Source: an optimization exercise on an open RTL-to-GDS flow (aim: small area and few clock cycles). Production flows keep margins and buffers that such runs may drop. The RTL was checked by simulation tests, not by an equivalence proof against the original design. Power is estimated from default activity; no workload was simulated.

## v3
// brace_bracket_match_checker
module brace_bracket_match_checker (
    input  logic        i_clk,
    input  logic        i_rst_n,
    input  logic        i_valid,
    output logic        o_stall,
    input  logic        i_op,
    input  logic [15:0] i_char_code,
    output logic        o_valid,
    input  logic        i_stall,
    output logic [1:0]  o_error_kind,
    output logic [15:0] o_line_number,
    output logic [15:0] o_column_number,
    output logic        o_last_of_run
);
Settings: LEC_CHECK=0, CAP_MARGIN=20, CELL_PAD_IN_SITES_DETAIL_PLACEMENT=2, CELL_PAD_IN_SITES_GLOBAL_PLACEMENT=2, CORE_MARGIN=2, CORE_UTILIZATION=40, CTS_BUF_LIST=sky130_fd_sc_hd__clkbuf_16, CTS_CLUSTER_DIAMETER=100, CTS_CLUSTER_SIZE=25, PLACE_DENSITY=0.45, SETUP_SLACK_MARGIN=0.2, SLEW_MARGIN=20, SYNTH_HIERARCHICAL=1, SYNTH_MINIMUM_KEEP_SIZE=0; clock period 8.0 ns.
standard.sh (not shown) runs the stock make flow with config.mk's settings and CLKGATE_MAP_FILE= SYNTH_SCRIPT=/design/flow/synth_recipe.tcl, a recipe that flattens the netlist after the stock synthesis.
==> flow/flow/run.sh <==
#!/bin/bash
# The standard layout (standard.sh: ORFS synthesis to finish), with two changes:
# - clock tree: no dummy loads at the leaves, leaf clusters of up to 16 sinks
#   within 70 um, clkbuf_8 buffers sized by their full max capacitance;
# - port buffers: buf_1 instead of the default choice.
# The full make output goes to standard.log here; each ORFS step's own log is
# under orfs/logs/.
set -euo pipefail
export CTS_ARGS="-sink_clustering_enable -repair_clock_nets -buf_list sky130_fd_sc_hd__clkbuf_8 -sink_clustering_size 16 -sink_clustering_max_diameter 70 -sink_buffer_max_cap_derate 1.0 -dont_use_dummy_load"
export BUFFER_PORTS_ARGS="-buffer_cell sky130_fd_sc_hd__buf_1"
bash standard.sh finish > standard.log 2>&1
v3: PASS, flow complete, no timing, DRC or antenna violations
Testbench counts of v3, summed over its fixed seeds: cycles 126,441.
Relative to v3, the following input files were edited for v9:
Settings: swapping 0.45 for 0.52 in PLACE_DENSITY; swapping 40 for 47 in CORE_UTILIZATION.
Results
Going from v3 to v9, the share of the final layout cell area in multi-input gates was found to have gone up by 0.23 points.
Comparing v9 against v3, there is no change at all in number of max-cap violations.
Diff v3 -> v9: total power has remained practically unchanged; required time at the worst-slack endpoint has decreased.

========
The RTL this note starts from:
==> flow/design.v <==
module bmc_ao22 (
    input  logic i_a1,
    input  logic i_a2,
    input  logic i_b1,
    input  logic i_b2,
    output logic o_x
);
    assign o_x = (i_a1 & i_a2) | (i_b1 & i_b2);
endmodule
module bmc_aoi222 (
    input  logic i_a1,
    input  logic i_a2,
    input  logic i_b1,
    input  logic i_b2,
    input  logic i_c1,
    input  logic i_c2,
    output logic o_y
);
    assign o_y = !((i_a1 & i_a2) | (i_b1 & i_b2) | (i_c1 & i_c2));
endmodule
module bmc_nand4 (
    input  logic [3:0] i_a,
    output logic       o_y
);
    assign o_y = !(&i_a);
endmodule
module bmc_nand2 (
    input  logic [1:0] i_a,
    output logic       o_y
);
    assign o_y = !(&i_a);
endmodule
module bmc_nand3 (
    input  logic [2:0] i_a,
    output logic       o_y
);
    assign o_y = !(&i_a);
endmodule
module bmc_nor2 (
    input  logic [1:0] i_a,
    output logic       o_y
);
    assign o_y = !(|i_a);
endmodule
module bmc_rowctl (
    input  logic i_push_req,    
    input  logic i_nfull,       
    input  logic i_pop_req,     
    input  logic i_nempty,      
    output logic o_push,
    output logic o_pop,
    output logic o_hold
);
    bmc_and2 u_push (.i_a({i_push_req, i_nfull}), .o_x(o_push));
    bmc_and2 u_pop  (.i_a({i_pop_req, i_nempty}), .o_x(o_pop));
    bmc_nor2 u_hold (.i_a({o_push, o_pop}), .o_y(o_hold));
endmodule
module bmc_and2 (
    input  logic [1:0] i_a,
    output logic       o_x
);
    assign o_x = &i_a;
endmodule
module brace_bracket_match_checker (
    input  logic        i_clk,
    input  logic        i_rst_n,
    input  logic        i_valid,
    output logic        o_stall,
    input  logic        i_op,
    input  logic [15:0] i_char_code,
    output logic        o_valid,
    input  logic        i_stall,
    output logic [1:0]  o_error_kind,
    output logic [15:0] o_line_number,
    output logic [15:0] o_column_number,
    output logic        o_last_of_run
);
    localparam int DEPTH = 32;
    logic [15:0] r_line;
    logic [15:0] r_col;       
    logic        r_pend;      
    logic        r_comment;
    logic        r_bslash;
    logic [5:0]  r_bdepth;
    logic [5:0]  r_kdepth;
    logic        r_err;       
    logic        r_ovf;       
    logic        r_drain;     
    logic [15:0] pos_col;
    logic [31:0] wpos;
    logic        is_nl, is_bs, is_pc, is_lb, is_rb, is_lk, is_rk;
    logic        act;
    logic        push_b, pop_b, push_k, pop_k, eod, cmd;
    logic        b_full, k_full, b_empty, k_empty;
    logic        accept, take;
    assign pos_col = !r_pend ? r_col : ((r_col == 16'hFFFF) ? r_col : r_col + 16'd1);
    assign wpos    = {r_line, pos_col};
    assign is_nl = (i_char_code == 16'h000A);
    assign is_bs = (i_char_code == 16'h005C);
    assign is_pc = (i_char_code == 16'h0025);
    assign is_lb = (i_char_code == 16'h007B);
    assign is_rb = (i_char_code == 16'h007D);
    assign is_lk = (i_char_code == 16'h005B);
    assign is_rk = (i_char_code == 16'h005D);
    assign act    = !i_op && !r_comment && !r_bslash;
    assign push_b = act && is_lb;
    assign pop_b  = act && is_rb;
    assign push_k = act && is_lk;
    assign pop_k  = act && is_rk;
    assign eod    = i_op;
    assign cmd    = push_b || pop_b || push_k || pop_k || eod;
    logic        b_one, k_one, last;
    logic        b_err, inc_b, dec_b, inc_k, dec_k;
    assign b_full  = r_bdepth[5];
    assign k_full  = r_kdepth[5];
    assign b_empty = (r_bdepth == 6'd0);
    assign k_empty = (r_kdepth == 6'd0);
    assign b_one   = (r_bdepth == 6'd1);
    assign k_one   = (r_kdepth == 6'd1);
    assign last    = (b_one && k_empty) || (b_empty && k_one);
    assign o_valid = r_err || r_drain;
    assign take    = o_valid && !i_stall;
    assign o_stall = r_drain ? cmd : (r_err && i_stall);
    assign accept  = i_valid && !o_stall;
    assign b_err = (push_b && b_full) || (pop_b && b_empty) || (push_k && k_full);
    assign inc_b = accept && push_b && !b_full;
    assign dec_b = (accept && pop_b && !b_empty) || (r_drain && take && !b_empty);
    assign inc_k = accept && push_k && !k_full;
    assign dec_k = (accept && pop_k && !k_empty) || (r_drain && take && b_empty);
    always_ff @(posedge i_clk) begin
        if (!i_rst_n) begin
            r_line    <= '0;
            r_col     <= '0;
            r_pend    <= 1'b0;
            r_comment <= 1'b0;
            r_bslash  <= 1'b0;
            r_bdepth  <= '0;
            r_kdepth  <= '0;
            r_err     <= 1'b0;
            r_drain   <= 1'b0;
        end else begin
            if (inc_b)      r_bdepth <= r_bdepth + 6'd1;
            else if (dec_b) r_bdepth <= r_bdepth - 6'd1;
            if (inc_k)      r_kdepth <= r_kdepth + 6'd1;
            else if (dec_k) r_kdepth <= r_kdepth - 6'd1;
            if (r_drain) begin
                if (take && last) r_drain <= 1'b0;
            end else begin
                if (take) r_err <= 1'b0;
                if (accept) begin
                    if (b_err) r_err <= 1'b1;
                    if (eod) r_drain <= !b_empty || !k_empty;
                end
            end
            if (accept) begin
                if (eod || is_nl) begin
                    r_col     <= '0;
                    r_pend    <= 1'b0;
                    r_comment <= 1'b0;
                    r_bslash  <= 1'b0;
                end else begin
                    r_col  <= pos_col;
                    r_pend <= 1'b1;
                    if (!r_comment) begin
                        r_bslash <= is_bs;
                        if (!r_bslash && is_pc) r_comment <= 1'b1;
                    end
                end
                if (eod) r_line <= '0;
                else if (is_nl && r_line != 16'hFFFF) r_line <= r_line + 16'd1;
            end
        end
    end
    always_ff @(posedge i_clk) begin
        if (accept) r_ovf <= !is_rb;
    end
    logic        r_phase;
    logic [31:0] wq;
    logic [31:0] top;
    logic [31:0] b_ent [DEPTH];
    logic [31:0] k_ent [DEPTH];
    assign wq  = wpos ^ {32{r_phase}};
    assign top = (b_empty ? k_ent[0] : b_ent[0]) ^ {32{r_phase}};
    always_ff @(posedge i_clk) begin
        if (!i_rst_n) r_phase <= 1'b0;
        else          r_phase <= !r_phase;
    end
    logic b_push_req, b_pop_req, k_push_req, k_pop_req;
    assign b_push_req = accept && push_b;
    assign b_pop_req  = (accept && pop_b) || (r_drain && take);
    assign k_push_req = accept && push_k;
    assign k_pop_req  = (accept && pop_k) || (r_drain && take && b_empty);
    for (genvar i = 0; i < DEPTH; i++) begin : g_row
        logic [31:0] b_d;
        logic [31:0] k_d;
        logic [1:0]  b_push, b_pop, b_hold;
        logic [1:0]  k_push, k_pop, k_hold;
        for (genvar h = 0; h < 2; h++) begin : g_half
            bmc_rowctl u_bctl (.i_push_req(b_push_req), .i_nfull(!b_full), .i_pop_req(b_pop_req),
                               .i_nempty(!b_empty), .o_push(b_push[h]), .o_pop(b_pop[h]),
                               .o_hold(b_hold[h]));
            bmc_rowctl u_kctl (.i_push_req(k_push_req), .i_nfull(!k_full), .i_pop_req(k_pop_req),
                               .i_nempty(!k_empty), .o_push(k_push[h]), .o_pop(k_pop[h]),
                               .o_hold(k_hold[h]));
        end
        for (genvar j = 0; j < 32; j++) begin : g_bit
            bmc_aoi222 u_b (
                .i_a1 (i == 0 ? wq[j] : b_ent[i-1][j]),        .i_a2 (b_push[j/16]),
                .i_b1 (i == DEPTH-1 ? b_ent[i][j] : b_ent[i+1][j]), .i_b2 (b_pop[j/16]),
                .i_c1 (b_ent[i][j]),                              .i_c2 (b_hold[j/16]),
                .o_y  (b_d[j])
            );
            bmc_aoi222 u_k (
                .i_a1 (i == 0 ? wq[j] : k_ent[i-1][j]),        .i_a2 (k_push[j/16]),
                .i_b1 (i == DEPTH-1 ? k_ent[i][j] : k_ent[i+1][j]), .i_b2 (k_pop[j/16]),
                .i_c1 (k_ent[i][j]),                              .i_c2 (k_hold[j/16]),
                .o_y  (k_d[j])
            );
        end
        always_ff @(posedge i_clk) begin
            b_ent[i] <= b_d;
            k_ent[i] <= k_d;
        end
    end
    always_comb begin
        if (r_drain) begin
            o_error_kind  = b_empty ? 2'd2 : 2'd1;
            o_last_of_run = last;
            {o_line_number, o_column_number} = top;
        end else begin
            o_error_kind    = r_ovf ? 2'd3 : 2'd0;
            o_last_of_run   = 1'b1;
            o_line_number   = r_line;
            o_column_number = r_col;
        end
    end
endmodule
clock: 8.0 ns
lec_check: 0
cap_margin: 20
cell_pad_in_sites_detail_placement: 2
cell_pad_in_sites_global_placement: 2
core_margin: 2
core_utilization: 40
cts_buf_list: sky130_fd_sc_hd__clkbuf_16
cts_cluster_diameter: 100
cts_cluster_size: 25
place_density: 0.45
setup_slack_margin: 0.2
slew_margin: 20
synth_hierarchical: 1
synth_minimum_keep_size: 0
Scripts as last shown in full above: flow/flow/run.sh
The starting point completed with no timing, DRC or antenna violations.
Testbench counts at the start, summed over its fixed seeds: cycles 126,441.
Rerun with:
==> flow/flow/run.sh (replaced) <==
#!/bin/bash
# The standard layout (standard.sh: ORFS synthesis to finish), with two changes:
# - clock tree: no dummy loads at the leaves, leaf clusters of up to 25 sinks
#   within 100 um, clkbuf_16 buffers;
# - port buffers: buf_1 instead of the default choice.
# The full make output goes to standard.log here; each ORFS step's own log is
# under orfs/logs/.
set -euo pipefail
export CTS_ARGS="-sink_clustering_enable -repair_clock_nets -buf_list sky130_fd_sc_hd__clkbuf_16 -sink_clustering_size 25 -sink_clustering_max_diameter 100 -dont_use_dummy_load"
export BUFFER_PORTS_ARGS="-buffer_cell sky130_fd_sc_hd__buf_1"
bash standard.sh finish > standard.log 2>&1
Effect: The changed run completed with no timing, DRC or antenna violations. Setup slack gets worse by 240 ps. Final cell count falls by about 0.9%. Utilization increases by 0.11 points. Power came out higher by about 1.6%.

[separate check: timing with driven ports]
The flow's constraints put no driver on any port. The routed layouts listed below were extracted and timed again, unchanged, in two steps.
Step 1 assumes that a clkbuf_16 drives the clock port and a buf_2 every other input.
Step 2 also shifts input and output timing later by t, the mid clock arrival at the registers, as if the neighbouring blocks saw the same clock.
Three values: ideal, step 1, step 2; two values: the first two.
| run | t, ns | setup WS [ns] | hold WS [ns] |
|---|---|---|---|
| v3 | 0.982 | 2.606 / 2.598 / 1.676 | 0.452 / 0.452 / 0.452 |
| v9 | 0.935 | 2.663 / 2.630 / 1.977 | 0.462 / 0.462 / 0.462 |
| the first run of note 2 | 0.980 | 2.826 / 2.752 / 1.900 | 0.427 / 0.427 / 0.427 |
| the second run of note 2 | 0.785 | 2.586 / 2.647 / 1.862 | 0.461 / 0.461 / 0.461 |
After both steps setup and hold are still met in every run listed. The setup slack of v3, which loses most, moves by -0.008 ns with the drivers and by -0.930 ns with both steps.
